This design comes from an exercise in tuning for small area, a short achievable clock period and few clock cycles on the open sky130 flow, not from production work. At most, simulation tests tie the RTL to the original design; equivalence was not proved. For run 1, only the layout was checked, not whether the RTL still works. Power and IR drop assume default switching activity.

## flow/design.v (module list and top-level ports; edited modules follow where they fit)
// module alu_arbiter: 994 lines
module alu_arbiter #(
  parameter int MUL_LAT = 3
) (
  input  logic        clk,
  input  logic        reset,
  input  logic        i_reqA_valid,
  input  logic        i_reqB_valid,
  output logic        o_reqA_ready,
  output logic        o_reqB_ready,
  input  logic [31:0] i_reqA_op1,
  input  logic [31:0] i_reqA_op2,
  input  logic [31:0] i_reqB_op1,
  input  logic [31:0] i_reqB_op2,
  input  logic [3:0]  i_reqA_sel,
  input  logic [3:0]  i_reqB_sel,
  output logic        o_rsp_valid,
  input  logic        i_rsp_ready,
  output logic        o_rsp_id,
  output logic [31:0] o_rsp_data,
  output logic        o_rsp_zflag,
  output logic        o_busy
);
  // ...
==> flow/flow/run.sh <==
#!/bin/bash
# Standard ORFS layout with two changes:
#  - after the standard synthesis, fa_flip.py removes inverters around the
#    full-adder cells (a full adder is self-dual, so each one may be used in
#    inverted form); registers, ports and all other cells are unchanged;
#  - the port buffers are buf_1 cells (the resizer may upsize them) instead
#    of the default delay-buffer cell.
set -euo pipefail
R=orfs/results/${FLOW_PLATFORM}/alu_arbiter/base
bash standard.sh synth > log_synth.txt 2>&1
python3 flow/fa_flip.py $R/1_2_yosys.v $R/1_2_yosys.flip.v > log_faflip.txt 2>&1
mv $R/1_2_yosys.flip.v $R/1_2_yosys.v
rm -f $R/1_synth.odb $R/1_synth.sdc
bash standard.sh BUFFER_PORTS_ARGS="-buffer_cell sky130_fd_sc_hd__buf_1" finish > log_layout.txt 2>&1
==> flow/flow/fa_flip.py <==
#!/usr/bin/env python3
"""Remove inverters around full-adder cells in a Yosys gate netlist.

A full adder is self-dual: FA(~a, ~b, ~c) = (~sum, ~carry).  Yosys's adder
extraction leaves many inverters between full adders of opposite polarity.
This script chooses, for each full-adder cell, whether to use it in inverted
form, so that as few inverters as possible are needed, and rewrites the
netlist (same cells otherwise, same registers, same ports).

usage: fa_flip.py IN.v OUT.v
"""
import re
import sys
from collections import defaultdict

FA_RE = re.compile(r"sky130_fd_sc_hd__fa_\d+$")
INV_RE = re.compile(r"sky130_fd_sc_hd__(inv|clkinv)_\d+$")
OUT_PINS = {"X", "Y", "Q", "Q_N", "SUM", "COUT", "HI", "LO"}

src = open(sys.argv[1]).read()

# ---- parse module body: keep text of everything that is not a cell instance we touch
inst_re = re.compile(r"^  (sky130_fd_sc_hd__\w+) (\S+) \((.*?)\n  \);\n", re.S | re.M)
pin_re = re.compile(r"\.(\w+)\((.*?)\)(?:,|\s*$)", re.S | re.M)

cells = {}      # name -> [type, {pin: net}]
order = []
spans = {}
for m in inst_re.finditer(src):
    typ, name, body = m.group(1), m.group(2), m.group(3)
    pins = {}
    for pm in re.finditer(r"\.(\w+)\(([^()]*)\)", body):
        pins[pm.group(1)] = pm.group(2).strip()
    cells[name] = [typ, pins]
    order.append(name)
    spans[name] = (m.start(), m.end())

ports = set()
for m in re.finditer(r"^\s*(input|output)\s+(\[[^\]]*\]\s*)?(\S+);", src, re.M):
    ports.add(m.group(3))


def is_port_net(n):
    base = n.split("[")[0].strip()
    return base in ports or n in ports


driver = {}
loads = defaultdict(list)
for name, (typ, pins) in cells.items():
    for p, n in pins.items():
        if p in OUT_PINS:
            driver[n] = (name, p)
        else:
            loads[n].append((name, p))

# ---- signal model: each net = (root, parity)
inv_cells = {n for n, (t, _) in cells.items() if INV_RE.match(t)}


def root_of(net):
    par = 0
    seen = 0
    while net in driver and driver[net][0] in inv_cells and seen < 8:
        net = cells[driver[net][0]][1]["A"]
        par ^= 1
        seen += 1
    return net, par


# requirement list for every root: list of (cell, pin, parity) for non-inverter loads
req = defaultdict(list)
for name, (typ, pins) in cells.items():
    if name in inv_cells:
        continue
    for p, n in pins.items():
        if p in OUT_PINS:
            continue
        r, par = root_of(n)
        req[r].append([name, p, par])
# port outputs driven through inverters are requirements too (kept as is)
fixed_roots = set()
for n in list(driver):
    if is_port_net(n):
        r, par = root_of(n)
        fixed_roots.add(r)
for r in list(req):
    if is_port_net(r):
        fixed_roots.add(r)

fa_cells = [n for n, (t, _) in cells.items() if FA_RE.match(t)]
flip = {n: 0 for n in fa_cells}

# roots driven by each FA output
fa_out_root = {}
for f in fa_cells:
    pins = cells[f][1]
    fa_out_root[f] = [pins["SUM"], pins["COUT"]]
drv_fa = {}
for f in fa_cells:
    for n in fa_out_root[f]:
        drv_fa[n] = f

# pins of each root's loads that are FA inputs
fa_in_pins = defaultdict(list)   # fa -> list of (root, idx in req[root])
for r, L in req.items():
    for i, (c, p, par) in enumerate(L):
        if c in flip:
            fa_in_pins[c].append((r, i))


def eff_parity(r, i):
    c, p, par = req[r][i]
    e = par
    if c in flip and flip[c]:
        e ^= 1
    if r in drv_fa and flip[drv_fa[r]]:
        e ^= 1
    return e


def cost(r):
    return 1 if any(eff_parity(r, i) for i in range(len(req[r]))) else 0


def affected(f):
    rs = {r for r, _ in fa_in_pins[f]}
    rs.update(x for x in fa_out_root[f] if x in req)
    return rs


blocked = set()
for f in fa_cells:
    if any(x in fixed_roots for x in fa_out_root[f]):
        blocked.add(f)
    # outputs that also feed port nets through inverters
    for x in fa_out_root[f]:
        if x not in req:
            blocked.add(f)
    if any(r in fixed_roots for r, _ in fa_in_pins[f]):
        blocked.add(f)

before = sum(cost(r) for r in req)
for it in range(20):
    changed = 0
    for f in fa_cells:
        if f in blocked:
            continue
        rs = affected(f)
        c0 = sum(cost(r) for r in rs)
        flip[f] ^= 1
        c1 = sum(cost(r) for r in rs)
        if c1 < c0:
            changed += 1
        else:
            flip[f] ^= 1
    if not changed:
        break
after = sum(cost(r) for r in req)
print(f"fa_flip: {len(fa_cells)} full adders, {sum(flip.values())} inverted; "
      f"inverted roots {before} -> {after}", file=sys.stderr)

# ---- rebuild: every root touched by a flip gets its inverter rebuilt
touched = set()
for f in fa_cells:
    if flip[f]:
        touched |= affected(f)

new_cells = {}       # name -> (type, pins) to add
del_cells = set()
new_wires = []
k = [0]


def fresh(prefix):
    k[0] += 1
    return f"_faflip_{prefix}{k[0]}_"


for r in touched:
    # existing inverters hanging from r (directly)
    invs = [c for (c, p) in loads.get(r, []) if c in inv_cells]
    need1 = [i for i in range(len(req[r])) if eff_parity(r, i)]
    # all loads of r's inverter subtree are in req[r]; rebuild: loads w/ parity 0 -> r, parity 1 -> one inverter
    inv_net = None
    inv_type = "sky130_fd_sc_hd__inv_1"
    if invs:
        inv_type = cells[invs[0]][0]
    # remove every inverter in r's tree (depth <= 8), rebuild one
    stack = list(invs)
    while stack:
        c = stack.pop()
        if c in del_cells:
            continue
        del_cells.add(c)
        outn = cells[c][1]["Y"]
        stack.extend(x for (x, p) in loads.get(outn, []) if x in inv_cells)
    if need1:
        inv_net = fresh("n")
        new_wires.append(inv_net)
        new_cells[fresh("inv")] = (inv_type, {"A": r, "Y": inv_net})
    for i in range(len(req[r])):
        c, p, par = req[r][i]
        cells[c][1][p] = inv_net if eff_parity(r, i) else r

# sanity: deleted inverters must not drive ports or anything outside req
for c in del_cells:
    outn = cells[c][1]["Y"]
    assert not is_port_net(outn), outn

def esc(n):
    return n + " " if n.startswith("\\") else n


# ---- write
out = []
pos = 0
for name in order:
    s, e = spans[name]
    out.append(src[pos:s])
    pos = e
    if name in del_cells:
        continue
    typ, pins = cells[name]
    body = ",\n".join(f"    .{p}({esc(n)})" for p, n in pins.items())
    out.append(f"  {typ} {name} (\n{body}\n  );\n")
    if name == order[-1]:
        for nn, (t, pins2) in new_cells.items():
            body = ",\n".join(f"    .{p}({esc(n)})" for p, n in pins2.items())
            out.append(f"  {t} {nn} (\n{body}\n  );\n")
tail = src[pos:]
out.append(tail)
text = "".join(out)
# declare new wires after the module header's first wire declaration
idx = text.index("  wire ")
text = text[:idx] + "".join(f"  wire {w};\n" for w in new_wires) + text[idx:]
open(sys.argv[2], "w").write(text)
print(f"fa_flip: removed {len(del_cells)} inverters, added {len(new_cells)}", file=sys.stderr)
==> flow/standard.sh <==
#!/bin/bash
# synth_recipe.tcl (not shown) runs the flow's synth.tcl, then flattens the netlist and writes it again
# the make line also repeats each setting of config.mk as NAME=value (left out here)
make -C /OpenROAD-flow-scripts/flow DESIGN_CONFIG=/design/flow/config.mk WORK_HOME=/design/flow/orfs CLKGATE_MAP_FILE= SYNTH_SCRIPT=/design/flow/synth_recipe.tcl "${@:-finish}"
==> flow/config.mk <==
export PLATFORM = sky130hd
export DESIGN_NAME = alu_arbiter
export DESIGN_NICKNAME = alu_arbiter
export VERILOG_FILES = /design/flow/design.v
export SDC_FILE = /design/flow/constraint.sdc
export NUM_CORES = 4
export LEC_CHECK = 0
export ABC_AREA = 1
export ABC_CLOCK_PERIOD_IN_PS = 4500
export CAP_MARGIN = 20
export CORE_MARGIN = 2
export CORE_UTILIZATION = 40
export SETUP_SLACK_MARGIN = 5.0
export SLEW_MARGIN = 20
==> flow/constraint.sdc <==
create_clock -name core_clock -period 9.5 [get_ports {clk}]
set_input_delay 1.9000 -clock core_clock [delete_from_list [all_inputs] [get_ports {clk}]]
set_output_delay 1.9000 -clock core_clock [all_outputs]
set_load 0.01 [all_outputs]
==> flow_summary.ini, run 1 <==
[run_status]
status = complete, no violations

[critical_path]
startpoint = i_reqA_valid
r2r-start = ma[11]
cpMostUsedCell = o21ai_2
cp_top_family = buffers and inverters
reg2regPathDepth = 15
critPathCaptureType = output pin
cp-endpoint = o_reqA_ready
critPathSlowestCell = buf_4
cp_max_fo = 2

[placed_design]
dp_hpwl_um = 54200

[cts]
cts_tree = built
numCtsBuffers = 17
cts_sinks = 184
ctsResizeCount = 109

[sta]
finalSetupTns_ns = 0
fmax_ghz = 0.214
worst_slew_pin_slew_ns = 1.17
hold_viol_final = 0
fin_crit_ns = 4.67

[grt]
grt_max_degree = 90
grt_util_met1_pct = 34.4
overflow = 0
use_met3_pct = 6.38

[die]
die-width_um = 237
io_pins = 179
n_tap_cell = 696

[finish]
dominant_cells = multi-input combinational cells
utilization_pct = 46.5
drive_gt1_share_pct = 15.2
final_area_mm2 = 0.0250
seq_share_pct = 17.5
comb.multi_input.count = 1827
syn_to_final_growth_pct = 14.9
multi_input_area_share_pct = 63.1
top_regs = ay1: 32 flops, ma: 32 flops

[drt]
wl_met2_um = 34300
drt-initial-drc-count = 1848
routed_wl_um = 75900

[worst_hold_path]
min_from = cin1
hold_path_class = flip-flop to flip-flop

[power_and_ir_drop]
total_power_mw = 9.20
power_switching_mw = 4.98
power_frac_seq_pct = 16.8

[logic_synthesis]
yosys_warnings = 1
==> run 2: changes to the inputs <==
--- a/flow/design.v
+++ b/flow/design.v
@@ -23,32 +23,26 @@
   logic        last_b;       
   logic        cap_b, cap_v, other_v, stall, acc_ok, accept;
   logic [31:0] a, b;
   logic [3:0]  sel;
   logic        is_mul, is_add, is_sub, is_and, is_or, is_slt;
   logic [31:0] ax, ay;
   logic [15:0] d_one, d_two, d_neg;
   logic        v1, id1;      
+  logic        pick;         
   logic [31:0] ma;           
   logic [31:0] ay1;          
   logic        cin1;         
   logic [15:0] bo, bt, bn;   
   logic        v2, id2;      
   logic        cin2;
   assign other_v = id1 ? i_reqA_valid : i_reqB_valid;
-  always_comb begin
-    if (v1) begin
-      cap_v = other_v;
-      cap_b = ~id1;
-    end else begin
-      cap_v = i_reqA_valid | i_reqB_valid;
-      cap_b = i_reqB_valid & (~i_reqA_valid | ~last_b);
-    end
-  end
+  assign cap_b   = v1 ? ~id1 : pick;
+  assign cap_v   = cap_b ? i_reqB_valid : i_reqA_valid;
   assign stall        = v2 & ~i_rsp_ready;
   assign acc_ok       = v1 & ~stall & ~reset & ~(other_v & (last_b == id1));
   assign o_reqA_ready = acc_ok & ~id1 & i_reqA_valid;
   assign o_reqB_ready = acc_ok & id1 & i_reqB_valid;
   assign accept       = o_reqA_ready | o_reqB_ready;
   assign o_rsp_valid  = v2;
   assign o_rsp_id     = id2;
   assign o_busy       = v2;
@@ -74,20 +68,22 @@
       d_two[i] = is_mul & ((b1 & ~b0 & ~bm) | (~b1 & b0 & bm));
       d_neg[i] = is_mul & b1;
     end
     d_one[0] = ~is_mul | (b[0]);
   end
   always_ff @(posedge clk or posedge reset) begin
     if (reset) begin
       last_b <= 1'b1;
+      pick   <= 1'b0;
       v1     <= 1'b0;
       v2     <= 1'b0;
     end else begin
       v1 <= cap_v;
+      pick <= v1 ? id1 : ~pick;
       if (accept) last_b <= id1;
       if (!stall) v2 <= accept;
     end
   end
   always_ff @(posedge clk) begin
     id1  <= cap_b;
     ma   <= ax;
     ay1  <= ay;
==> run 2 against run 1 <==
Against the previous run: still clean; critical path depth shrank 2; non-clock buffer count shrank 1; sequential cell count grew 1; synthesized area grew 0.26%; cell count is essentially flat; fmax grew 2.2%; sequential power is essentially flat; first-iteration DRC count grew 20%; clock power is essentially flat; clock-buffer cell count is the same; critical endpoint is now o_reqB_ready; largest cell class unchanged.
==> flow_summary.ini, run 2 <==
[run_status]
status = complete, no violations

[die]
die_h_um = 238
initial_utilization_pct = 40.5
io_pins = 179
fp-row-count = 85
die-width_um = 238
dieArea_mm2 = 0.0565
fp.coreArea_mm2 = 0.0539

[placed_design]
dp_hpwl_um = 58300
port_buffers = 178
gp_congestion = 0.935

[critical_path]
cp_cell_sequence = buf_1 > nor2_2 > nor3_1 > inv_1 > a2111oi_4 > buf_2
critical_path_arrival_ns = 2.67
slowest_delay_ns = 0.22
cp-start-kind = input port
cp.required_ns = 7.60
critPathCaptureType = output pin
crit_type = input port to output pin
reg2regPathDepth = 10
critPathSlowestCell = a2111oi_4
cp_max_fo = 3

[drt]
wl_per_cell_um = 22.4
wl_met2_um = 35800
drt-initial-drc-count = 2210
via_per_inst = 5.56
via_count = 19260
drc = 0
route.met3.wl_um = 6310
top_layer_used = met4
met1_length_um = 31600
drtPass1Iterations = 6
routed_wl_um = 77700
ant_nets = 0

[cts]
cts_max_path_buffers = 2
numCtsBuffers = 17
cts_sinks = 185
holdBufCountCts = 0
cts_tree = built
cts-root-buf = clkbuf_16
insertion_delay_ns = 0.48
htreeDepth = 4
cts.clk_slew.worst_paths_ns = 0.08

[sta]
hold_viol_final = 0
fmax_ghz = 0.219
rsz0062_at_grt = true
post-route-period-util_pct = 48.1
finalMaxSlewViolations = 0
finalSetupTns_ns = 0
worst_slew_pin_slew_ns = 1.14
fin_crit_ns = 4.57
setup_viol_count_final = 0
clock-skew-final_ns = 0.0210
slew_headroom_pct = 24.1

[grt]
grt_pass1_vias = 19331
grt_max_degree = 82
overflow = 0
grt_pass1_wl_um = 116000
antenna_found_initial = 2
track_usage_pct = 27.4

[logic_synthesis]
yosys_warnings = 1
avgSynthCellArea_um2 = 8.38
synth_nets = 3126
synth_area_mm2 = 0.0218
syn_inst = 2604

[run]
max_cap_viol_count = 0

[finish]
nFillCells = 5227
top_regs = ay1: 32 flops, ma: 32 flops
drive_gt1_share_pct = 16.0
mostFrequentLayoutCell = inv_1
diodes = 0
syn_to_final_growth_pct = 13.9
mostFrequentLayoutCells = 337 x inv_1, 299 x nand2_1, 287 x xor2_1, 243 x o22ai_1, 195 x fa_1
nets = 3278

[power_and_ir_drop]
leakagePower_nw = 11.5
vdd_drop_max_mv = 0.239
p_per_area_mw_per_mm2 = 366
total_power_mw = 9.11

[worst_hold_path]
hold_path_class = flip-flop to flip-flop
hold_depth = 0
-- run 2: what timing repair did --
action,in CTS,in global routing
gates cloned,4,4
setup endpoints to repair,48,33
pin swaps,14,39
setup buffers,41,23
resized for setup,98,141
-- run 2: layer usage --
layer,up-vias,global-route usage (%)
met2,1015,45.4
met1,9185,35.3
li1,8842,-
met5,-,0
met4,0,12.8
met3,218,4.08
-- run 2: through the flow --
step	std cells	setup slack (ns)	cell area, um^2	hold slack [ns]	util [%]
after global placement	3360	4.54	22900	0.434	42.5
after CTS	3436	4.93	24200	0.439	44.9
final	3464	4.93	24900	0.441	46.1
after global routing	3464	4.87	24900	0.459	46.1
after floorplan	2604	5.06	21800	0.386	-
after detailed placement	3360	4.48	22900	0.413	42.5
-- run 2: cell type report --
type                    instances  area [um^2]  area share [%]
multi-input cells            1869        15900            63.8
flip-flops and latches        185         4420            17.8
inverters                     406         1610            6.48
repair buffers                270         1490            5.99
well taps                     696          871            3.50
clock buffers                  18          450            1.81
clock inverters                13          128           0.513
repair inverters                7         37.5           0.151
-- run 2: final timing paths --
path | from | endpoint | slack [ns]
worst max register to register | ma[11] | r29_0 | 5.06
worst min-delay path | ay1[1] | r1_1 | 0.44
min in group asynchronous | reset | v2 | 1.29
worst max-delay path | i_rsp_ready | o_reqB_ready | 4.93
worst min register to register | ay1[1] | r1_1 | 0.44
max in group asynchronous | reset | last_b | 7.99
-- run 2: worst max-delay path: cells and delay by family --
| kind | cells | cell delay, ns |
|---|---|---|
| buf+inv | 3 | 0.38 |
| compound gates | 1 | 0.22 |
| simple gates | 2 | 0.17 |
-- run 2: power breakdown --
group	leakage, nW	switching, mW	internal [mW]
sequential	1.74	0.262	1.29
combinational	9.47	4.34	2.49
clock	0.278	0.366	0.360
total	11.5	4.96	4.14
Testbench counts of run 2, summed over its fixed seeds: cycles 2,416.
==> run 3: changes to the inputs <==
==> flow/flow/run.sh (replaced) <==
#!/bin/bash
# Standard ORFS layout with two changes:
#  - after the standard synthesis, polarity.py removes inverters (it picks the
#    polarity of each full adder and XOR gate, both of which can absorb an
#    inversion, and splits half adders whose inputs are both inverted);
#    registers, ports and all other cells are unchanged;
#  - the port buffers are buf_1 cells (the resizer may upsize them) instead
#    of the default delay-buffer cell.
set -euo pipefail
R=orfs/results/${FLOW_PLATFORM}/alu_arbiter/base
bash standard.sh synth > log_synth.txt 2>&1
python3 flow/polarity.py $R/1_2_yosys.v $R/1_2_yosys.pol.v > log_polarity.txt 2>&1
mv $R/1_2_yosys.pol.v $R/1_2_yosys.v
rm -f $R/1_synth.odb $R/1_synth.sdc
bash standard.sh BUFFER_PORTS_ARGS="-buffer_cell sky130_fd_sc_hd__buf_1" finish > log_layout.txt 2>&1
==> flow/flow/polarity.py (new file) <==
#!/usr/bin/env python3
"""Remove inverters from a Yosys/ABC gate netlist of sky130hd cells without
touching its registers or ports.

  * A full adder is self-dual: FA(~a, ~b, ~c) = (~sum, ~carry), so each
    full-adder cell may be used in inverted form.
  * An XOR/XNOR gate absorbs an inversion of any input or of its output by
    swapping xor2 <-> xnor2 (same size).
  * A half adder whose two inputs both come through inverters computes
    (x ^ y, ~(x | y)): it becomes an xor2 and a nor2 of x and y.

The script picks the polarity of every full adder and XOR gate so that as few
signals as possible need an inverter, then rebuilds the inverters (one per
signal that needs its complement).  Registers, ports and all other cells stay
as they are.

usage: polarity.py IN.v OUT.v
"""
import random
import re
import sys
from collections import defaultdict

P = "sky130_fd_sc_hd__"
FA_RE = re.compile(P + r"fa_\d+$")
HA_RE = re.compile(P + r"ha_\d+$")
XOR_RE = re.compile(P + r"x(n?)or2_(\d+)$")
INV_RE = re.compile(P + r"(inv|clkinv)_\d+$")
OUT_PINS = {"X", "Y", "Q", "Q_N", "SUM", "COUT", "HI", "LO"}

src = open(sys.argv[1]).read()
inst_re = re.compile(r"^  (" + P + r"\w+) (\S+) \((.*?)\n  \);\n", re.S | re.M)

cells = {}
order = []
spans = {}
for m in inst_re.finditer(src):
    typ, name, body = m.group(1), m.group(2), m.group(3)
    pins = {}
    for pm in re.finditer(r"\.(\w+)\(([^()]*)\)", body):
        pins[pm.group(1)] = pm.group(2).strip()
    cells[name] = [typ, pins]
    order.append(name)
    spans[name] = (m.start(), m.end())

ports = set()
for m in re.finditer(r"^\s*(input|output)\s+(\[[^\]]*\]\s*)?(\S+);", src, re.M):
    ports.add(m.group(3))


def is_port_net(n):
    return n.split("[")[0].strip() in ports or n in ports


k = [0]


def fresh(prefix):
    k[0] += 1
    return f"_pol_{prefix}{k[0]}_"


new_wires = []
added = {}          # new cells: name -> [type, pins]


def maps():
    driver, loads = {}, defaultdict(list)
    for name, (typ, pins) in list(cells.items()) + list(added.items()):
        for p, n in pins.items():
            if p in OUT_PINS:
                driver[n] = name
            else:
                loads[n].append((name, p))
    return driver, loads


def allcells():
    return {**cells, **added}


# ---- half adders with both inputs inverted -> xor2 + nor2
driver, loads = maps()
n_ha = 0
for name in list(cells):
    typ, pins = cells[name]
    if not HA_RE.match(typ):
        continue
    da, db = driver.get(pins["A"]), driver.get(pins["B"])
    if not (da and db and INV_RE.match(allcells()[da][0]) and INV_RE.match(allcells()[db][0])):
        continue
    x = allcells()[da][1]["A"]
    y = allcells()[db][1]["A"]
    cells[name] = [P + "xor2_1", {"A": x, "B": y, "X": pins["SUM"]}]
    added[fresh("nor")] = [P + "nor2_1", {"A": x, "B": y, "Y": pins["COUT"]}]
    n_ha += 1

# ---- signal model
cellsall = allcells()
driver, loads = maps()
inv_cells = {n for n, (t, _) in cellsall.items() if INV_RE.match(t)}


def root_of(net):
    par = 0
    for _ in range(16):
        d = driver.get(net)
        if d is None or d not in inv_cells:
            break
        net = cellsall[d][1]["A"]
        par ^= 1
    return net, par


req = defaultdict(list)       # root -> [cell, pin, parity]
for name, (typ, pins) in cellsall.items():
    if name in inv_cells:
        continue
    for p, n in pins.items():
        if p in OUT_PINS:
            continue
        r, par = root_of(n)
        req[r].append([name, p, par])

# roots whose inverter tree drives a port (or that are ports) stay as they are
fixed = set()
for n in list(driver):
    if is_port_net(n):
        fixed.add(root_of(n)[0])
for r in req:
    if is_port_net(r):
        fixed.add(r)

kind = {}
for name, (typ, _) in cellsall.items():
    if FA_RE.match(typ):
        kind[name] = "fa"
    elif XOR_RE.match(typ):
        kind[name] = "x"
flip = {n: 0 for n in kind}

drv_var = {}                  # root -> cell whose flip inverts it
for n, kd in kind.items():
    pins = cellsall[n][1]
    for p in (("SUM", "COUT") if kd == "fa" else ("X", "Y")):
        if p in pins:
            drv_var[pins[p]] = n
in_roots = defaultdict(set)   # cell -> roots feeding it
for r, L in req.items():
    for c, p, par in L:
        if c in kind:
            in_roots[c].add(r)

blocked = set()
for n, kd in kind.items():
    outs = [r for r, c in drv_var.items() if c == n]
    if any(r in fixed or r not in req for r in outs):
        blocked.add(n)
    if kd == "fa" and any(r in fixed for r in in_roots[n]):
        blocked.add(n)


def need(r, c, par):
    """does this load want the complement of root r's current value?"""
    if kind.get(c) == "x":
        return 0
    e = par
    if kind.get(c) == "fa" and flip[c]:
        e ^= 1
    d = drv_var.get(r)
    if d is not None and flip[d]:
        e ^= 1
    return e


def cost(r):
    for c, p, par in req[r]:
        if need(r, c, par):
            return 1
    return 0


def affected(n):
    rs = {r for r, c in drv_var.items() if c == n and r in req}
    if kind[n] == "fa":
        rs |= in_roots[n]
    return rs


# out-roots per variable (for speed)
outs_of = defaultdict(list)
for r, c in drv_var.items():
    if r in req:
        outs_of[c].append(r)


def affected_fast(n):
    rs = set(outs_of[n])
    if kind[n] == "fa":
        rs |= in_roots[n]
    return rs


free = [n for n in kind if n not in blocked]
before = sum(cost(r) for r in req)


def try_flip(n):
    rs = affected_fast(n)
    c0 = sum(cost(r) for r in rs)
    flip[n] ^= 1
    c1 = sum(cost(r) for r in rs)
    return c1 - c0


for _ in range(30):
    ch = 0
    for n in free:
        d = try_flip(n)
        if d < 0:
            ch += 1
        else:
            flip[n] ^= 1
    if not ch:
        break

# simulated annealing from the greedy result
rng = random.Random(1)
cur = sum(cost(r) for r in req)
best, best_flip = cur, dict(flip)
T = 1.0
steps = 40000
for s in range(steps):
    T = 1.0 * (1 - s / steps) + 0.02
    n = rng.choice(free)
    d = try_flip(n)
    if d <= 0 or rng.random() < pow(2.718, -d / T):
        cur += d
        if cur < best:
            best, best_flip = cur, dict(flip)
    else:
        flip[n] ^= 1
flip.update(best_flip)
after = sum(cost(r) for r in req)
print(f"polarity: {n_ha} half adders split; {sum(flip[n] for n in kind if kind[n]=='fa')} "
      f"full adders and {sum(flip[n] for n in kind if kind[n]=='x')} xor gates inverted; "
      f"signals needing a complement {before} -> {after}", file=sys.stderr)

# ---- rebuild the inverters of every root with a changed or inverted load
del_cells = set()
xor_par = defaultdict(int)    # xor cell -> polarity change
for n in kind:
    if kind[n] == "x" and flip[n]:
        xor_par[n] ^= 1

rebuild = set()
for r, L in req.items():
    if r in fixed:
        continue
    d = drv_var.get(r)
    if (d is not None and flip[d]) or any(par or (c in kind and flip[c]) for c, p, par in L):
        rebuild.add(r)

for r in rebuild:
    invs = [c for (c, p) in loads.get(r, []) if c in inv_cells]
    inv_type = cellsall[invs[0]][0] if invs else P + "inv_1"
    stack = list(invs)
    while stack:
        c = stack.pop()
        if c in del_cells:
            continue
        del_cells.add(c)
        on = cellsall[c][1]["Y"]
        assert not is_port_net(on), on
        stack.extend(x for (x, p) in loads.get(on, []) if x in inv_cells)
    inv_net = None
    d = drv_var.get(r)
    rflip = 1 if (d is not None and flip[d]) else 0
    for ent in req[r]:
        c, p, par = ent
        if kind.get(c) == "x":
            # connect straight to the root; the gate absorbs the difference
            xor_par[c] ^= par ^ rflip
            cellsall[c][1][p] = r
            continue
        if need(r, c, par):
            if inv_net is None:
                inv_net = fresh("n")
                new_wires.append(inv_net)
                added[fresh("inv")] = [inv_type, {"A": r, "Y": inv_net}]
                cellsall = allcells()
            cellsall[c][1][p] = inv_net
        else:
            cellsall[c][1][p] = r

for c, v in xor_par.items():
    if v:
        typ = cellsall[c][0]
        m = XOR_RE.match(typ)
        newt = P + ("xor2_" if m.group(1) else "xnor2_") + m.group(2)
        pins = cellsall[c][1]
        if m.group(1):          # xnor2 (output Y) -> xor2 (output X)
            pins["X"] = pins.pop("Y")
        else:
            pins["Y"] = pins.pop("X")
        cellsall[c][0] = newt
        if c in cells:
            cells[c][0] = newt
        else:
            added[c][0] = newt


def esc(n):
    return n + " " if n.startswith("\\") else n


def emit(typ, name, pins):
    body = ",\n".join(f"    .{p}({esc(n)})" for p, n in pins.items())
    return f"  {typ} {name} (\n{body}\n  );\n"


out = []
pos = 0
for name in order:
    s, e = spans[name]
    out.append(src[pos:s])
    pos = e
    if name in del_cells:
        continue
    out.append(emit(cells[name][0], name, cells[name][1]))
    if name == order[-1]:
        for nn, (t, pins2) in added.items():
            if nn not in del_cells:
                out.append(emit(t, nn, pins2))
out.append(src[pos:])
text = "".join(out)
idx = text.index("  wire ")
text = text[:idx] + "".join(f"  wire {w};\n" for w in new_wires) + text[idx:]
open(sys.argv[2], "w").write(text)
n_inv_before = len(inv_cells)
n_inv_after = n_inv_before - len(del_cells & inv_cells) + sum(1 for nn in added if INV_RE.match(added[nn][0]) and nn not in del_cells)
print(f"polarity: inverters {n_inv_before} -> {n_inv_after}", file=sys.stderr)
--- a/flow/config.mk
+++ b/flow/config.mk
@@ -9,6 +9,6 @@
 export ABC_CLOCK_PERIOD_IN_PS = 4500
 export CAP_MARGIN = 20
 export CORE_MARGIN = 2
-export CORE_UTILIZATION = 40
+export CORE_UTILIZATION = 55
 export SETUP_SLACK_MARGIN = 5.0
 export SLEW_MARGIN = 20
removed: flow/flow/fa_flip.py
==> run 3 against run 2 <==
Against the previous run: cell count decreased by 8.4%; global-route usage is 9.9 points higher; sequential share of layout area is 0.48 points higher; die area down 29%; cell area decreased by 3.0%; still clean; largest power group unchanged; synthesized area down 3.4%; routed wire length fell by 3.8%; register-to-register slack worse by 0.09 ns.
==> flow_summary.ini, run 3 <==
[run_status]
status = complete, no violations

[die]
fp-row-count = 71
dieArea_mm2 = 0.0399
die-width_um = 200
fp.coreArea_mm2 = 0.0377
die_h_um = 200
io_pins = 179
initial_utilization_pct = 56.0

[finish]
drive_gt1_share_pct = 16.1
nFillCells = 3269
multi_input_area_mm2 = 0.0158
top_regs = ay1: 32 flops, ma: 32 flops
utilization_pct = 64.1
mostFrequentLayoutCell = nand2_1
instances_no_fill = 3173
syn_to_final_growth_pct = 14.5
mostFrequentLayoutCells = 302 x nand2_1, 244 x o22ai_1, 207 x xor2_1, 199 x inv_1, 195 x fa_1
seq_area_mm2 = 0.00440
nets = 3120

[sta]
setup_ws_ns = 4.87
setup_viol_count_final = 0
post-route-period-util_pct = 48.8
hold_viol_final = 0
fin_crit_ns = 4.63
worst_slew_pin_slew_ns = 1.10
rsz0062_at_grt = true
finalSetupTns_ns = 0
clock-skew-final_ns = 0.0233
fmax_ghz = 0.216
finalMaxSlewViolations = 0
slew_headroom_pct = 26.8

[logic_synthesis]
yosys_warnings = 1
synth_area_mm2 = 0.0211
syn_inst = 2479
avgSynthCellArea_um2 = 8.50
synth_nets = 2951

[cts]
cts_max_path_buffers = 2
cts-root-buf = clkbuf_16
numCtsBuffers = 17
cts.clk_slew.worst_paths_ns = 0.08
insertion_delay_ns = 0.47
cts_tree = built
htreeDepth = 4
cts_sinks = 185

[grt]
grt_pass1_vias = 18766
track_usage_pct = 37.3
grt_max_degree = 60
overflow = 0
grt_pass1_wl_um = 111000
antenna_found_initial = 1

[worst_hold_path]
hold_path_class = flip-flop to flip-flop
min_from = ay1[1]

[drt]
routed_wl_um = 74700
drt-initial-drc-count = 1778
wl_per_cell_um = 23.6
drc = 0
via_count = 19249
drtPass1Iterations = 7
via_per_inst = 6.07
ant_nets = 0

[critical_path]
critical_path_arrival_ns = 2.73
cp_max_fo = 4
cp-start-kind = flip-flop
critPathSlowestCell = edfxtp_1
r2r-start = ma[7]
cpMostUsedCell = nand4_1
crit_type = flip-flop to output pin
cp_top_family = simple AND/OR/NAND/NOR gates
critPathCaptureType = output pin
slowest_delay_ns = 0.49
cp_cell_sequence = xor2_2 > nand2_2 > nor2_4 > nand4_1 > o211ai_1 > buf_4 > buf_6 > nand4_1 > nand3_1 > xor2_1 > buf_2
startpoint = r7_1
cp.required_ns = 7.60
critical_path_buf_inv_count = 3

[power_and_ir_drop]
p_per_area_mw_per_mm2 = 377
leakagePower_nw = 11.6
vdd_drop_max_mv = 0.348
total_power_mw = 9.09

[placed_design]
dp_slack_ns = 4.66
port_buffers = 178
post-place-cells = 3050
gp_congestion = 0.994
dp_hpwl_um = 55100

[run]
max_cap_viol_count = 0
run 3: per-layer routing:
layer / vias to the layer above / GRT usage (%) / part of all wire, % / wire (um)
li1: 8609 / - / - / -
met1: 9351 / 47.2 / 39 / 29200
met2: 1077 / 59.0 / 45 / 34000
met3: 212 / 8.92 / 10 / 7460
met4: 0 / 20.3 / 5.5 / 4090
met5: - / 2.59 / 0 / 0
run 3: area by class of cell:
class                   count  share of cell area (%)
repair buffers            285                    6.55
well taps                 511                    2.65
diodes                      1                  0.0104
inverters                 250                    4.20
clock buffers              17                    1.76
repair inverters            8                   0.176
multi-input cells        1901                    65.6
flip-flops and latches    185                    18.2
clock inverters            15                   0.803
run 3: timing repair:
action | CTS | global route
resized for setup | 99 | 97
gates cloned | 4 | 6
buffers inserted | 41 | 39
pin swaps | 16 | 29
endpoints found under the setup margin | 38 | 33
hold buffers | 0 | 0
run 3: power by group:
part | switching (mW) | total (mW) | internal, mW
Clock | 0.389 | 0.751 | 0.363
Combinational | 4.16 | 6.66 | 2.50
Sequential | 0.388 | 1.68 | 1.29
run 3: final timing paths:
check	endpoint	slack, ns	cells past startpoint
max	o_rsp_data[26]	4.87	11
min	r1_1	0.41	0
max reg2reg	r29_0	4.97	9
min reg2reg	r1_1	0.41	0
max in group asynchronous	last_b	7.99	2
min in group asynchronous	v2	1.29	2
run 3: metrics by stage:
| step | hold slack, ns | area [um^2] |
|---|---|---|
| global route | 0.417 | 24100 |
| floorplan | 0.386 | 21100 |
| detailed placement | 0.389 | 21900 |
| global placement | 0.387 | 21900 |
| CTS | 0.408 | 23400 |
| finish | 0.408 | 24100 |
==> run 4: changes to the inputs <==
--- a/flow/config.mk
+++ b/flow/config.mk
@@ -9,6 +9,6 @@
 export ABC_CLOCK_PERIOD_IN_PS = 4500
 export CAP_MARGIN = 20
 export CORE_MARGIN = 2
-export CORE_UTILIZATION = 55
+export CORE_UTILIZATION = 40
 export SETUP_SLACK_MARGIN = 5.0
 export SLEW_MARGIN = 20
==> run 4 against run 3 <==
Against the previous run: clock-buffer cell count up 2; global-route usage down 9.5 points; sequential cell count unchanged; critical endpoint is now o_reqB_ready; highest routed layer is now met5.
==> flow_summary.ini, run 4 <==
[grt]
overflow = 0
grt_pass1_wl_um = 113000
track_usage_pct = 27.8
antenna_found_initial = 1
grt_pass1_vias = 18988
grt_max_degree = 82

[finish]
final_area_mm2 = 0.0246
mostFrequentLayoutCells = 301 x nand2_1, 242 x o22ai_1, 209 x xor2_1, 197 x inv_1, 196 x fa_1
top_regs = ay1: 32 flops, ma: 32 flops
drive_gt1_share_pct = 17.4
nets = 3142
syn_to_final_growth_pct = 16.6
mostFrequentLayoutCell = nand2_1
diodes = 0
instances_no_fill = 3371

[worst_hold_path]
hold_path_class = flip-flop to flip-flop

[logic_synthesis]
avgSynthCellArea_um2 = 8.50
synth_nets = 2951
yosys_warnings = 1
syn_inst = 2479
synth_area_mm2 = 0.0211

[critical_path]
critical_path_arrival_ns = 2.69
cp.required_ns = 7.60
cp_max_fo = 3
critPathCaptureType = output pin
cp-start-kind = input port
crit_type = input port to output pin

[drt]
via_per_inst = 5.66
top_layer_used = met5
via_count = 19081
route.met3.wl_um = 5820
wl_per_cell_um = 22.5
drtPass1Iterations = 6
ant_nets = 0
drt-initial-drc-count = 1675
wl_met2_um = 35200
drc = 0
routed_wl_um = 76000
met1_length_um = 31300

[sta]
finalSetupTns_ns = 0
fmax_ghz = 0.218
setup_viol_count_final = 0
finalMaxSlewViolations = 0
rsz0062_at_grt = true
fin_crit_ns = 4.59
slew_headroom_pct = 25.4
post-route-period-util_pct = 48.3
clock-skew-final_ns = 0.0160
hold_viol_final = 0
worst_slew_pin_slew_ns = 1.12

[die]
fp.coreArea_mm2 = 0.0523
fp-row-count = 84
die-width_um = 234
io_pins = 179
dieArea_mm2 = 0.0546
die_h_um = 234
initial_utilization_pct = 40.3

[placed_design]
post-place-cells = 3227
port_buffers = 178
dp_hpwl_um = 55800
gp_congestion = 0.942
place_area_mm2 = 0.0222

[cts]
insertion_delay_ns = 0.49
cts_sinks = 185
cts_tree = built
numCtsBuffers = 17
cts-root-buf = clkbuf_16
holdBufCountCts = 0
cts.clk_slew.worst_paths_ns = 0.08
htreeDepth = 4
cts_max_path_buffers = 2

[run_status]
status = complete, no violations

[power_and_ir_drop]
p_sw_share_pct = 53.7
power_switching_mw = 4.95
p_per_area_mw_per_mm2 = 374
power_frac_clock_pct = 8.8
combPwrFrac_pct = 73.1
power_frac_seq_pct = 18.1
leakagePower_nw = 11.8
vdd_drop_max_mv = 0.337
p_int_mw = 4.26

[run]
max_cap_viol_count = 0
## run 4: timing repair
action / in CTS / in global routing
gates cloned: 5 / 3
gates resized for setup: 114 / 96
pin swaps: 26 / 35
setup endpoints to repair: 39 / 34
buffers inserted: 55 / 48
## run 4: worst paths after layout
path,startpoint,to,slack (ns),cells after the start
worst max-delay path,i_rsp_ready,o_reqB_ready,4.91,6
worst min-delay path,ay1[1],r1_1,0.45,0
worst max register to register,ma[17],r30_0,5.12,10
worst min register to register,ay1[1],r1_1,0.45,0
max in group asynchronous,reset,last_b,7.99,2
min in group asynchronous,reset,v2,1.28,2
## run 4: through the flow
stage                     utilization, %  total power, mW  hold WS, ns  worst slack [ns]
after floorplan                        -             5.87        0.386              5.02
after global placement              42.3             7.55        0.447              4.65
after detailed placement            42.3             7.75        0.433              4.66
after CTS                           45.5             8.91        0.448              4.93
after global routing                47.0             9.98        0.456              4.78
final                               47.0             9.21        0.451              4.91
## run 4: critical path: stages
cell and delay, ns:
buf_1 0.09, nor2_2 0.05, nor3_2 0.14, inv_2 0.09
a2111oi_4 0.22, buf_2 0.20
## run 4: power groups by stage
stage / logic, mW / clock network, mW / registers, mW
floorplan: 4.43 / 0 / 1.44
global placement: 5.96 / 0 / 1.58
detailed placement: 6.16 / 0 / 1.59
CTS: 6.45 / 0.817 / 1.64
global route: 7.45 / 0.848 / 1.69
finish: 6.73 / 0.808 / 1.67
## run 4: layout make-up
type	instances	area, um^2
Clock buffer	19	464
Clock inverter	13	194
Fill cell	5089	27800
Inverter	250	1010
Multi-Input combinational cell	1900	15800
Sequential cell	185	4410
Tap cell	688	861
Timing Repair Buffer	309	1800
Timing Repair inverter	7	35.0
## run 4: metal layers
layer	global-route usage [%]	vias to the layer above
met5	0.643	-
met4	12.9	2
met3	5.13	201
met2	45.3	995
met1	35.7	9220
li1	-	8663
==> run 5: changes to the inputs <==
--- a/flow/config.mk
+++ b/flow/config.mk
@@ -10,5 +10,6 @@
 export CAP_MARGIN = 20
 export CORE_MARGIN = 2
 export CORE_UTILIZATION = 40
+export CTS_BUF_LIST = sky130_fd_sc_hd__clkbuf_4 sky130_fd_sc_hd__clkbuf_8
 export SETUP_SLACK_MARGIN = 5.0
 export SLEW_MARGIN = 20
==> run 5 against run 4 <==
Against the previous run: fmax is 0.96% lower; via count is 1.0% higher; critical path type unchanged; synthesized cell count stayed put; largest power group unchanged.
==> flow_summary.ini, run 5 <==
[run_status]
status = complete, no violations

[cts]
numCtsBuffers = 17
cts.clk_slew.worst_paths_ns = 0.10
htreeDepth = 4
insertion_delay_ns = 0.56
cts-root-buf = clkbuf_8
cts_tree = built
cts_sinks = 185
cts_max_path_buffers = 2

[critical_path]
crit_type = input port to output pin
cp_max_fo = 3
cp-start-kind = input port
critical_path_arrival_ns = 2.74
cp.required_ns = 7.60
critPathCaptureType = output pin

[run]
max_cap_viol_count = 0

[grt]
overflow = 0
grt_pass1_vias = 19106
grt_max_degree = 82
antenna_found_initial = 5
grt_pass1_wl_um = 114000
track_usage_pct = 27.9

[power_and_ir_drop]
power_switching_mw = 4.99
vdd_drop_max_mv = 0.250
leakagePower_nw = 11.7
p_int_mw = 4.16
total_power_mw = 9.15
p_sw_share_pct = 54.5
combPwrFrac_pct = 75.6
p_per_area_mw_per_mm2 = 374
power_frac_seq_pct = 18.1
power_frac_clock_pct = 6.3

[placed_design]
gp_congestion = 0.934
dp_slack_ns = 4.55
dp_hpwl_um = 55900
port_buffers = 178
post-place-cells = 3226

[die]
io_pins = 179
initial_utilization_pct = 40.3
fp.coreArea_mm2 = 0.0523
dieArea_mm2 = 0.0546
die-width_um = 234
die_h_um = 234
fp-row-count = 84

[finish]
mostFrequentLayoutCell = nand2_1
diodes = 0
instances_no_fill = 3367
seq_area_mm2 = 0.00441
nets = 3138
mostFrequentLayoutCells = 300 x nand2_1, 241 x o22ai_1, 206 x xor2_1, 196 x fa_1, 193 x inv_1
nFillCells = 5107
multi_input_area_mm2 = 0.0159
drive_gt1_share_pct = 18.1
syn_to_final_growth_pct = 16.0
top_regs = ay1: 32 flops, ma: 32 flops

[sta]
rsz0062_at_grt = true
worst_slew_pin_slew_ns = 1.09
post-route-period-util_pct = 48.8
hold_viol_final = 0
clock-skew-final_ns = 0.0277
fin_crit_ns = 4.64
finalMaxSlewViolations = 0
finalSetupTns_ns = 0
setup_viol_count_final = 0
slew_headroom_pct = 27.0
setup_ws_ns = 4.86
fmax_ghz = 0.216

[drt]
drt-initial-drc-count = 1761
drtPass1Iterations = 7
ant_nets = 0
via_count = 19281
routed_wl_um = 76400
drc = 0
wl_per_cell_um = 22.7
via_per_inst = 5.73

[worst_hold_path]
hold_path_class = flip-flop to flip-flop

[logic_synthesis]
synth_area_mm2 = 0.0211
avgSynthCellArea_um2 = 8.50
syn_inst = 2479
yosys_warnings = 1
synth_nets = 2951
[run 5: critical path, cell delays in order]
cell       delay [ns]
buf_1            0.08
nor2_2           0.06
nor3_2           0.20
inv_2            0.09
a2111oi_4        0.20
buf_2            0.19
[run 5: layer usage]
layer | GRT usage [%] | share of wire (%) | up-vias
met3 | 5.44 | 9.3 | 241
li1 | - | - | 8644
met5 | 0 | 0.017 | -
met1 | 35.2 | 39 | 9300
met2 | 45.8 | 46 | 1094
met4 | 12.9 | 5.3 | 2
[run 5: path summary, 6_finish.rpt]
check                             from           end  slack [ns]  depth (start not counted)
setup / recovery           i_rsp_ready  o_reqB_ready        4.86                          6
hold / removal                    cin1          cin2        0.44                          0
setup reg to reg                 bn[7]         r28_0        5.10                          9
hold reg to reg                   cin1          cin2        0.44                          0
max in group asynchronous        reset        last_b        8.06                          2
min in group asynchronous        reset            v1        1.22                          2
[run 5: metrics by stage]
stage          hold WS, ns  instance area (um^2)  util (%)
5_1_grt              0.468                 24500      46.7
6_report             0.441                 24500      46.7
3_5_place_dp         0.421                 22100      42.3
3_3_place_gp         0.444                 22100      42.3
4_1_cts              0.441                 23800      45.4
2_1_floorplan        0.386                 21100         -
[run 5: repair_timing]
action	CTS	global route
setup endpoints to repair	37	39
pin swaps	35	40
gates cloned	6	4
gates resized for setup	134	102
hold buffers	0	0
buffers inserted	62	36
endpoints found under the hold margin	0	0
[run 5: final cells by class]
type                       count  area share (%)
sequential                   185            18.0
timing repair inverter         9           0.194
clock buffer                  19            1.04
tap                          688            3.52
inverter                     250            4.17
multi-input combinational   1900            65.1
timing repair buffer         303            7.29
clock inverter                13           0.660
[run 5: power by group through the flow]
| stage | logic, mW | clock network, mW | registers (mW) |
|---|---|---|---|
| floorplan | 4.43 | 0 | 1.44 |
| global placement | 6.04 | 0 | 1.56 |
| detailed placement | 6.24 | 0 | 1.57 |
| CTS | 6.62 | 0.592 | 1.63 |
| global route | 7.60 | 0.619 | 1.68 |
| finish | 6.91 | 0.579 | 1.66 |
==> run 6: changes to the inputs <==
==> flow/config.mk (replaced) <==
export PLATFORM = sky130hd
export DESIGN_NAME = alu_arbiter
export DESIGN_NICKNAME = alu_arbiter
export VERILOG_FILES = /design/flow/design.v
export SDC_FILE = /design/flow/constraint.sdc
export NUM_CORES = 4
export LEC_CHECK = 0
export ABC_AREA = 1
export ABC_CLOCK_PERIOD_IN_PS = 5000
export CAP_MARGIN = 20
export CORE_MARGIN = 2
export CORE_UTILIZATION = 40
export SETUP_SLACK_MARGIN = 4.8
export SLEW_MARGIN = 20
==> run 6 against run 5 <==
Against the previous run: fmax is 0.27% higher; global-route usage fell by 0.79 points; critical path depth increased by 4; largest cell class unchanged.
==> flow_summary.ini, run 6 <==
[placed_design]
dp_hpwl_um = 54600
dp_slack_ns = 4.58
port_buffers = 178
gp_congestion = 0.989

[critical_path]
critPathCaptureType = output pin
critical_path_arrival_ns = 2.72
cp_cell_sequence = xor2_2 > nand2_1 > nor2_2 > nand4_1 > o211ai_1 > buf_4 > nand4_1 > nand3_1 > xor2_1 > buf_1
cp.required_ns = 7.60
regToRegSetupSlack_ns = 4.88
r2r-start = ma[12]
slowest_delay_ns = 0.48
cp-start-kind = flip-flop
startpoint = r7_0
reg2regPathDepth = 9
cpMostUsedCell = nand4_1
critPathSlowestCell = edfxtp_1
crit_type = flip-flop to output pin
r2r_end = r28_0
cp-endpoint = o_rsp_data[27]
cp_max_fo = 4

[finish]
nFillCells = 5139
syn_to_final_growth_pct = 12.8
mostFrequentLayoutCell = nand2_1
nets = 3089
mostFrequentLayoutCells = 310 x nand2_1, 245 x o22ai_1, 210 x xor2_1, 205 x inv_1, 196 x fa_1
top_regs = ay1: 32 flops, ma: 32 flops
drive_gt1_share_pct = 12.9

[power_and_ir_drop]
p_per_area_mw_per_mm2 = 374
vdd_drop_max_mv = 0.353
leakagePower_nw = 11.4

[drt]
via_count = 18972
drtPass1Iterations = 7
met1_length_um = 29800
route.met3.wl_um = 6370
via_per_inst = 5.71
top_layer_used = met5
wl_met2_um = 33800
drt-initial-drc-count = 1583
ant_nets = 0
routed_wl_um = 73900
wl_per_cell_um = 22.3
drc = 0

[grt]
overflow = 0
antenna_found_initial = 4
grt_pass1_vias = 18515
grt_pass1_wl_um = 110000
grt_max_degree = 68
track_usage_pct = 27.1

[die]
initial_utilization_pct = 40.3
fp.coreArea_mm2 = 0.0523
die_h_um = 234
die-width_um = 234
fp-row-count = 84
dieArea_mm2 = 0.0546
io_pins = 179

[sta]
slew_headroom_pct = 25.5
finalSetupTns_ns = 0
fin_crit_ns = 4.62
setup_ws_ns = 4.88
finalMaxSlewViolations = 0
fmax_ghz = 0.216
worst_slew_pin_slew_ns = 1.12
rsz0062_at_grt = true
hold_viol_final = 0
setup_viol_count_final = 0
post-route-period-util_pct = 48.7
clock-skew-final_ns = 0.0144

[cts]
htreeDepth = 4
cts_tree = built
cts-root-buf = clkbuf_16
cts_sinks = 185
numCtsBuffers = 17
insertion_delay_ns = 0.49
holdBufCountCts = 0
cts.clk_slew.worst_paths_ns = 0.08
cts_max_path_buffers = 2

[logic_synthesis]
synth_area_mm2 = 0.0211
syn_inst = 2479
avgSynthCellArea_um2 = 8.50
yosys_warnings = 1
synth_nets = 2951

[run]
max_cap_viol_count = 0

[run_status]
status = complete, no violations

[worst_hold_path]
hold_path_class = flip-flop to flip-flop
-- run 6: layout make-up --
type	count	area, um^2	area share (%)
timing repair inverter	5	25.0	0.105
sequential	185	4400	18.5
inverter	250	993	4.18
clock inverter	13	175	0.737
timing repair buffer	258	1310	5.51
antenna	2	5.00	0.0211
multi-input combinational	1900	15600	65.5
tap	688	861	3.62
clock buffer	19	443	1.86
-- run 6: metal layers --
metal | GRT usage [%] | vias to the layer above
met5 | 0 | -
met4 | 13.7 | 4
met3 | 5.26 | 239
met2 | 43.5 | 1103
met1 | 34.6 | 9082
li1 | - | 8544
-- run 6: worst min-delay path by stage --
stage,startpoint,to,cells after the start
after floorplan,cin1,cin2,0
after global placement,cin1,cin2,0
after detailed placement,cin1,cin2,0
after CTS,cin1,cin2,0
after global routing,cin1,cin2,0
final,cin1,cin2,0
-- run 6: worst max-delay path: cells and delay by family, from the launching register on --
family,cells,cell delay [ns]
AOI/OAI and AO/OA,1,0.32
xor gates and xnor gates,2,0.50
buffers and inverters,2,0.36
DFF,1,0.48
and+or+nand+nor,5,0.59
-- run 6: what timing repair did --
item                                    4_1_cts  5_1_grt
buffers inserted                             19       37
endpoints found under the setup margin       32       24
gates cloned                                  2        3
hold endpoints to repair                      0        0
pin swaps                                     8       17
resized for setup                            33       70
-- run 6: metrics by stage --
| stage | cell area, um^2 | util (%) | total power, mW | hold WS [ns] | std cells |
|---|---|---|---|---|---|
| after detailed placement | 22100 | 42.3 | 7.73 | 0.399 | 3224 |
| after CTS | 23100 | 44.1 | 8.61 | 0.427 | 3277 |
| after floorplan | 21100 | - | 5.87 | 0.386 | 2479 |
| final | 23800 | 45.4 | 8.90 | 0.422 | 3320 |
| after global routing | 23800 | 45.4 | 9.69 | 0.441 | 3318 |
| after global placement | 22100 | 42.3 | 7.54 | 0.399 | 3224 |
-- run 6: where the power goes --
group	internal, mW	switching (mW)	leakage (nW)	total (mW)
Clock	0.387	0.373	0.301	0.760
Sequential	1.29	0.351	1.74	1.64
Combinational	2.38	4.12	9.33	6.50
==> run 7: changes to the inputs <==
--- a/flow/config.mk
+++ b/flow/config.mk
@@ -6,9 +6,9 @@
 export NUM_CORES = 4
 export LEC_CHECK = 0
 export ABC_AREA = 1
-export ABC_CLOCK_PERIOD_IN_PS = 5000
+export ABC_CLOCK_PERIOD_IN_PS = 4700
 export CAP_MARGIN = 20
 export CORE_MARGIN = 2
 export CORE_UTILIZATION = 40
-export SETUP_SLACK_MARGIN = 4.8
+export SETUP_SLACK_MARGIN = 4.6
 export SLEW_MARGIN = 20
==> run 7 against run 6 <==
Against the previous run: clock-buffer cell count is the same; synthesized cell count unchanged; cell area shrank 2.2%; combinational power is 3.2% lower; clock power fell by 2%.
==> flow_summary.ini, run 7 <==
[run_status]
status = complete, no violations

[logic_synthesis]
syn_inst = 2479
synth_nets = 2951
synth_area_mm2 = 0.0211
yosys_warnings = 1
avgSynthCellArea_um2 = 8.50

[drt]
via_per_inst = 5.72
ant_nets = 0
routed_wl_um = 74000
via_count = 18760
drc = 0
drt-initial-drc-count = 1669
drtPass1Iterations = 5
wl_per_cell_um = 22.6

[sta]
rsz0062_at_grt = true
fin_crit_ns = 4.81
post-route-period-util_pct = 50.6
slew_headroom_pct = 25.7
finalMaxSlewViolations = 0
setup_viol_count_final = 0
fmax_ghz = 0.208
hold_slack_ns = 0.446
finalSetupTns_ns = 0
worst_slew_pin_slew_ns = 1.11
hold_viol_final = 0
clock-skew-final_ns = 0.0197

[cts]
cts.clk_slew.worst_paths_ns = 0.08
cts_tree = built
numCtsBuffers = 17
cts-root-buf = clkbuf_16
htreeDepth = 4
cts_sinks = 185
insertion_delay_ns = 0.48
cts_max_path_buffers = 2
holdBufCountCts = 0

[grt]
antenna_found_initial = 1
track_usage_pct = 27.3
overflow = 0
grt_pass1_vias = 18517
grt_pass1_wl_um = 112000
grt_max_degree = 82

[placed_design]
dp_hpwl_um = 56000
gp_congestion = 0.936
port_buffers = 178
place_area_mm2 = 0.0221

[die]
die-width_um = 234
fp-row-count = 84
die_h_um = 234
dieArea_mm2 = 0.0546
fp.coreArea_mm2 = 0.0523
io_pins = 179
initial_utilization_pct = 40.3

[critical_path]
crit_type = flip-flop to output pin
cp-endpoint = o_rsp_data[28]
critical_path_arrival_ns = 2.91
r2r_end = r30_1
critPathCaptureType = output pin
reg2regPathDepth = 9
r2r-start = bt[4]
cp-start-kind = flip-flop
cp.required_ns = 7.60
cp_max_fo = 6
regToRegSetupSlack_ns = 4.72
startpoint = r27_0

[worst_hold_path]
min_from = cin1
hold_path_class = flip-flop to flip-flop

[finish]
mostFrequentLayoutCell = nand2_1
nets = 3052
mostFrequentLayoutCells = 313 x nand2_1, 245 x o22ai_1, 216 x xor2_1, 209 x inv_1, 197 x fa_1
diodes = 0
top_regs = ay1: 32 flops, ma: 32 flops
syn_to_final_growth_pct = 10.3
drive_gt1_share_pct = 10.2
final_area_mm2 = 0.0233

[run]
max_cap_viol_count = 0

[power_and_ir_drop]
p_per_area_mw_per_mm2 = 372
leakagePower_nw = 11.2
vdd_drop_max_mv = 0.220
## run 7: how the worst min path moves through the flow
stage                     endpoint  slack (ns)  cells after the start
after detailed placement      cin2        0.43                      0
after floorplan               cin2        0.39                      0
after global placement         id2        0.44                      0
final                         cin2        0.45                      0
after CTS                     cin2        0.44                      0
after global routing          cin2        0.45                      0
## run 7: power breakdown
group | internal [mW] | switching (mW)
registers | 1.29 | 0.313
clock network | 0.369 | 0.378
logic | 2.24 | 4.05
## run 7: metal layers
layer | wire [um] | share of wire, % | vias to the layer above | global-route usage, %
met4 | 3710 | 5.0 | 0 | 12.4
met3 | 6250 | 8.5 | 218 | 5.16
met5 | 0 | 0 | - | 0
met2 | 33900 | 46 | 1030 | 44.4
li1 | - | - | 8486 | -
met1 | 30100 | 41 | 9026 | 35.1
## run 7: worst max-delay path, stage by stage, from the launching register on
cell and delay, ns:
edfxtp_1 0.47, xor2_1 0.62, nand2_1 0.26, nor3_1 0.46
nand4_1 0.20, nand3_1 0.13, xor2_1 0.14, buf_1 0.17
## run 7: final cells by class
type	instances	area (um^2)
Timing Repair Buffer	224	1050
Multi-Input combinational cell	1900	15400
Sequential cell	185	4400
Clock buffer	19	454
Inverter	250	961
Timing Repair inverter	2	10.0
Tap cell	688	861
Fill cell	5189	29100
Clock inverter	13	146
## run 7: per-stage QoR
step                util [%]  instances  worst slack [ns]  power [mW]
floorplan                  -       2479              4.77        5.87
global placement        42.3       3224              4.67        7.53
detailed placement      42.3       3224              4.67        7.70
CTS                     43.6       3258              4.61        8.48
global route            44.4       3281              4.52        9.44
finish                  44.4       3281              4.69        8.64
## run 7: repair_timing
action,4_1_cts,5_1_grt
gates cloned,0,2
setup buffers,2,19
pin swaps,1,3
setup endpoints to repair,18,20
resized for setup,13,32
==> run 8: changes to the inputs <==
--- a/flow/config.mk
+++ b/flow/config.mk
@@ -10,5 +10,7 @@
 export CAP_MARGIN = 20
 export CORE_MARGIN = 2
 export CORE_UTILIZATION = 40
-export SETUP_SLACK_MARGIN = 4.6
+export GPL_ROUTABILITY_DRIVEN = 1
+export PLACE_DENSITY = 0.75
+export SETUP_SLACK_MARGIN = 4.8
 export SLEW_MARGIN = 20
==> run 8 against run 7 <==
Against the previous run: clock-buffer cell count is 1 lower; synthesized cell count stayed put; critical path depth is 2 higher; still clean.
==> flow_summary.ini, run 8 <==
[finish]
syn_to_final_growth_pct = 11.5
top_regs = ay1: 32 flops, ma: 32 flops
utilization_pct = 44.9
mostFrequentLayoutCells = 310 x nand2_1, 245 x o22ai_1, 211 x xor2_1, 209 x inv_1, 196 x fa_1
mostFrequentLayoutCell = nand2_1
nets = 3070
drive_gt1_share_pct = 11.6
nFillCells = 5097

[sta]
finalSetupTns_ns = 0
setup_viol_count_final = 0
worst_slew_pin_slew_ns = 1.10
fmax_ghz = 0.213
post-route-period-util_pct = 49.5
rsz0062_at_grt = true
fin_crit_ns = 4.70
clock-skew-final_ns = 0.0158
slew_headroom_pct = 26.6
finalMaxSlewViolations = 0
hold_viol_final = 0

[run]
max_cap_viol_count = 0

[cts]
htreeDepth = 4
insertion_delay_ns = 0.46
numCtsBuffers = 17
cts-root-buf = clkbuf_16
holdBufCountCts = 0
cts_sinks = 185
cts_tree = built
cts.clk_slew.worst_paths_ns = 0.08
cts_max_path_buffers = 2

[grt]
grt_pass1_vias = 18487
track_usage_pct = 25.1
antenna_found_initial = 4
overflow = 0
grt_max_degree = 82
grt_pass1_wl_um = 104000

[die]
fp-row-count = 84
dieArea_mm2 = 0.0546
fp.coreArea_mm2 = 0.0523
die_h_um = 234
initial_utilization_pct = 40.3
io_pins = 179
die-width_um = 234

[critical_path]
cpMostUsedCell = a21oi_1
crit_type = flip-flop to output pin
cp-start-kind = flip-flop
critPathSlowestCell = edfxtp_1
critPathCaptureType = output pin
slowest_delay_ns = 0.52
critical_path_arrival_ns = 2.80
cp_cell_sequence = xor2_4 > buf_4 > a21oi_1 > o21ai_0 > a21oi_1 > o21ai_2 > a21boi_1 > xor2_1 > buf_1
cp_max_fo = 5
cp.required_ns = 7.60

[drt]
via_per_inst = 5.69
via_count = 18771
drtPass1Iterations = 5
ant_nets = 0
routed_wl_um = 68400
drt-initial-drc-count = 2010
wl_per_cell_um = 20.7
drc = 0

[power_and_ir_drop]
leakagePower_nw = 11.3
vdd_drop_max_mv = 0.231
p_per_area_mw_per_mm2 = 372

[run_status]
status = complete, no violations

[placed_design]
gp_congestion = 0.977
dp_hpwl_um = 51100
port_buffers = 178

[logic_synthesis]
syn_inst = 2479
yosys_warnings = 1
synth_nets = 2951
avgSynthCellArea_um2 = 8.50
synth_area_mm2 = 0.0211

[worst_hold_path]
hold_path_class = flip-flop to flip-flop
## run 8: worst max-delay path, delay by kind of cell, from the launching register on
kind	cells	cell delay, ns
compound gates	5	1.04
xor+xnor	2	0.45
buf+inv	2	0.34
flops	1	0.52
## run 8: timing repair
action                                  CTS  global route
endpoints found under the setup margin   31            32
gates cloned                              2             0
resized for setup                        28            47
buffers inserted                          7            39
pin swaps                                 2            10
## run 8: layout make-up
cell class	count	area, um^2	area share [%]
diodes	2	5.00	0.0213
repair buffers	242	1150	4.91
multi-input cells	1900	15500	65.7
clock buffers	18	450	1.92
inverters	250	972	4.14
clock inverters	14	199	0.846
well taps	688	861	3.66
flip-flops and latches	185	4400	18.7
repair inverters	2	10.0	0.0426
## run 8: final timing paths
kind                        from        endpoint  slack (ns)  cells past startpoint
max in group asynchronous  reset          last_b        7.95                      2
setup / recovery            r8_1  o_rsp_data[17]        4.80                      9
setup reg to reg           ma[9]           r28_0        4.94                      9
hold reg to reg             cin1            cin2        0.47                      0
hold / removal              cin1            cin2        0.47                      0
min in group asynchronous  reset              v2        1.32                      2
## run 8: routing by layer
| metal | GRT usage (%) | vias up | share of wire, % |
|---|---|---|---|
| met5 | 0 | - | 0.019 |
| met4 | 11.6 | 2 | 4.9 |
| met3 | 6.59 | 229 | 12 |
| met2 | 39.4 | 1223 | 44 |
| met1 | 32.1 | 8816 | 39 |
| li1 | - | 8501 | - |
## run 8: power breakdown
part / internal [mW] / total, mW / switching (mW)
Sequential: 1.29 / 1.65 / 0.359
Combinational: 2.31 / 6.31 / 4.01
Clock: 0.401 / 0.776 / 0.376
Total: 4.00 / 8.74 / 4.74
## run 8: through the flow
step	total power [mW]	cells	area, um^2	hold slack, ns	worst slack [ns]
after global routing	9.50	3299	23500	0.471	4.66
after floorplan	5.87	2479	21100	0.386	4.92
final	8.74	3301	23500	0.466	4.80
after detailed placement	7.60	3219	22100	0.450	4.43
after CTS	8.45	3260	23000	0.470	4.80
after global placement	7.44	3219	22100	0.448	4.52
==> run 9: changes to the inputs <==
--- a/flow/config.mk
+++ b/flow/config.mk
@@ -10,7 +10,7 @@
 export CAP_MARGIN = 20
 export CORE_MARGIN = 2
 export CORE_UTILIZATION = 40
-export GPL_ROUTABILITY_DRIVEN = 1
-export PLACE_DENSITY = 0.75
+export GPL_ROUTABILITY_DRIVEN = 0
+export PLACE_DENSITY = 0.6
 export SETUP_SLACK_MARGIN = 4.8
 export SLEW_MARGIN = 20
==> run 9 against run 8 <==
Against the previous run: still clean on timing, DRC and antenna; worst setup slack gained 0.017 ns; register-to-register slack is essentially flat; via count shrank 0.24%; die area unchanged; synthesized cell count is the same; synthesized area is the same; clock-buffer cell count rose by 1; critical endpoint is now o_reqB_ready; largest cell class unchanged; largest power group unchanged.
==> flow_summary.ini, run 9 <==
[run]
max_cap_viol_count = 0

[die]
dieArea_mm2 = 0.0546
fp-row-count = 84
io_pins = 179
die_h_um = 234
die-width_um = 234
fp.coreArea_mm2 = 0.0523
initial_utilization_pct = 40.3

[cts]
cts_tree = built
cts_max_path_buffers = 2
htreeDepth = 4
cts_sinks = 185
insertion_delay_ns = 0.47
cts.clk_slew.worst_paths_ns = 0.07
numCtsBuffers = 17
cts-root-buf = clkbuf_16
holdBufCountCts = 0

[worst_hold_path]
hold_depth = 0
min_from = cin1
hold_path_class = flip-flop to flip-flop
whs_endpoint = cin2

[logic_synthesis]
synth_area_mm2 = 0.0211
syn_inst = 2479
avgSynthCellArea_um2 = 8.50
yosys_warnings = 1
synth_nets = 2951

[sta]
finalMaxSlewViolations = 0
post-route-period-util_pct = 49.3
fin_crit_ns = 4.69
slew_headroom_pct = 25.6
worst_slew_pin_slew_ns = 1.12
fmax_ghz = 0.213
hold_viol_final = 0
finalSetupTns_ns = 0
clock-skew-final_ns = 0.0214
setup_viol_count_final = 0
hold_slack_ns = 0.428
rsz0062_at_grt = true

[finish]
diodes = 0
utilization_pct = 44.8
mostFrequentLayoutCell = nand2_1
top_regs = ay1: 32 flops, ma: 32 flops
drive_gt1_share_pct = 11.6
instances_no_fill = 3293
mostFrequentLayoutCells = 309 x nand2_1, 245 x o22ai_1, 213 x xor2_1, 207 x inv_1, 196 x fa_1
syn_to_final_growth_pct = 11.3
nets = 3064

[drt]
drtPass1Iterations = 6
via_count = 18726
drt-initial-drc-count = 1870
ant_nets = 0
wl_per_cell_um = 21.6
routed_wl_um = 71000
drc = 0
via_per_inst = 5.69

[critical_path]
regToRegSetupSlack_ns = 4.94
reg2regPathDepth = 9
critical_path_arrival_ns = 2.79
cp-start-kind = input port
critPathCaptureType = output pin
crit_type = input port to output pin
cp.required_ns = 7.60
r2r_end = r30_1
cp_max_fo = 3
r2r-start = bt[4]

[grt]
overflow = 0
antenna_found_initial = 5
grt_max_degree = 82
grt_pass1_wl_um = 107000
grt_pass1_vias = 18417
track_usage_pct = 25.9

[power_and_ir_drop]
total_power_mw = 8.72
p_per_area_mw_per_mm2 = 372
leakagePower_nw = 11.2
vdd_drop_max_mv = 0.242

[placed_design]
dp_hpwl_um = 53400
post-place-cells = 3223
port_buffers = 178

[run_status]
status = complete, no violations
## run 9: how the worst max path moves through the flow
stage,startpoint,endpoint,slack [ns],depth (start not counted)
floorplan,i_rsp_ready,o_reqB_ready,4.92,4
detailed placement,i_rsp_ready,o_reqB_ready,4.71,6
global route,r26_0,o_rsp_data[27],4.72,7
global placement,i_rsp_ready,o_reqB_ready,4.69,6
finish,i_rsp_ready,o_reqB_ready,4.81,6
CTS,r5_0,o_rsp_data[18],4.79,14
## run 9: metal layers
metal	routed length [um]	vias up	track usage, %
met5	23	-	0
met4	3380	4	12.4
met3	6260	219	5.18
met2	31900	1019	41.0
met1	29500	8973	33.8
li1	-	8511	-
## run 9: where the power goes
group / switching [mW] / internal (mW) / leakage [nW]
logic: 4.08 / 2.31 / 9.22
registers: 0.344 / 1.29 / 1.74
clock network: 0.349 / 0.343 / 0.265
total: 4.78 / 3.94 / 11.2
## run 9: worst max-delay path, stage by stage
cell,delay (ns)
buf_8,0.07
nor2_4,0.03
nor3_2,0.19
inv_2,0.08
a2111oi_4,0.31
buf_2,0.20
## run 9: cell type report
class                   count  area (um^2)
multi-input cells        1900        15500
fillers                  5214        28900
clock buffers              19          433
flip-flops and latches    185         4400
well taps                 688          861
repair inverters            3         15.0
clock inverters            13          115
repair buffers            235         1120
inverters                 250          970
## run 9: per-stage QoR
step / worst slack [ns] / area (um^2)
2_1_floorplan: 4.92 / 21100
5_1_grt: 4.72 / 23500
3_5_place_dp: 4.71 / 22100
4_1_cts: 4.79 / 22900
3_3_place_gp: 4.69 / 22100
6_report: 4.81 / 23500
## run 9: what timing repair did
action	CTS	global route
gates cloned	2	1
pin swaps	5	14
setup buffers	12	22
endpoints found under the setup margin	26	22
resized for setup	24	63

==> static timing again, ports no longer ideal <==
In the flow no input, the clock included, has a driving cell. The finished layouts below were timed again as built, in two steps. Step 1, drivers: a clkbuf_16 drives clk and a buf_2 each remaining input, both assumed. Step 2 also shifts input and output timing later by t, the mid clock arrival at the registers, as if the neighbouring blocks saw the same clock. Slacks: no drivers / after step 1 / after step 2; pairs: no drivers / after step 1.
run | t, ns | setup slack, ns | hold slack, ns | cell pins on the clock port's net
run 1 | 0.518 | 4.832 / 4.790 / 4.752 | 0.414 / 0.414 / 0.414 | 1
run 2 | 0.526 | 4.932 / 4.907 / 4.886 | 0.441 / 0.441 / 0.441 | 1
run 3 | 0.519 | 4.868 / 4.808 / 4.879 | 0.408 / 0.408 / 0.408 | 1
run 4 | 0.544 | 4.909 / 4.874 / 4.879 | 0.451 / 0.451 / 0.451 | 1
run 5 | 0.602 | 4.864 / 4.840 / 4.729 | 0.441 / 0.441 / 0.441 | 1
run 6 | 0.541 | 4.877 / 4.820 / 4.871 | 0.422 / 0.422 / 0.422 | 1
run 7 | 0.526 | 4.693 / 4.635 / 4.683 | 0.446 / 0.446 / 0.446 | 1
run 8 | 0.516 | 4.796 / 4.737 / 4.873 | 0.466 / 0.466 / 0.466 | 1
run 9 | 0.522 | 4.814 / 4.762 / 4.762 | 0.428 / 0.428 / 0.428 | 1
After both steps setup and hold are still met in every run listed. The setup slack of run 5, which loses most, moves by -0.024 ns with the drivers and by -0.135 ns with both steps.
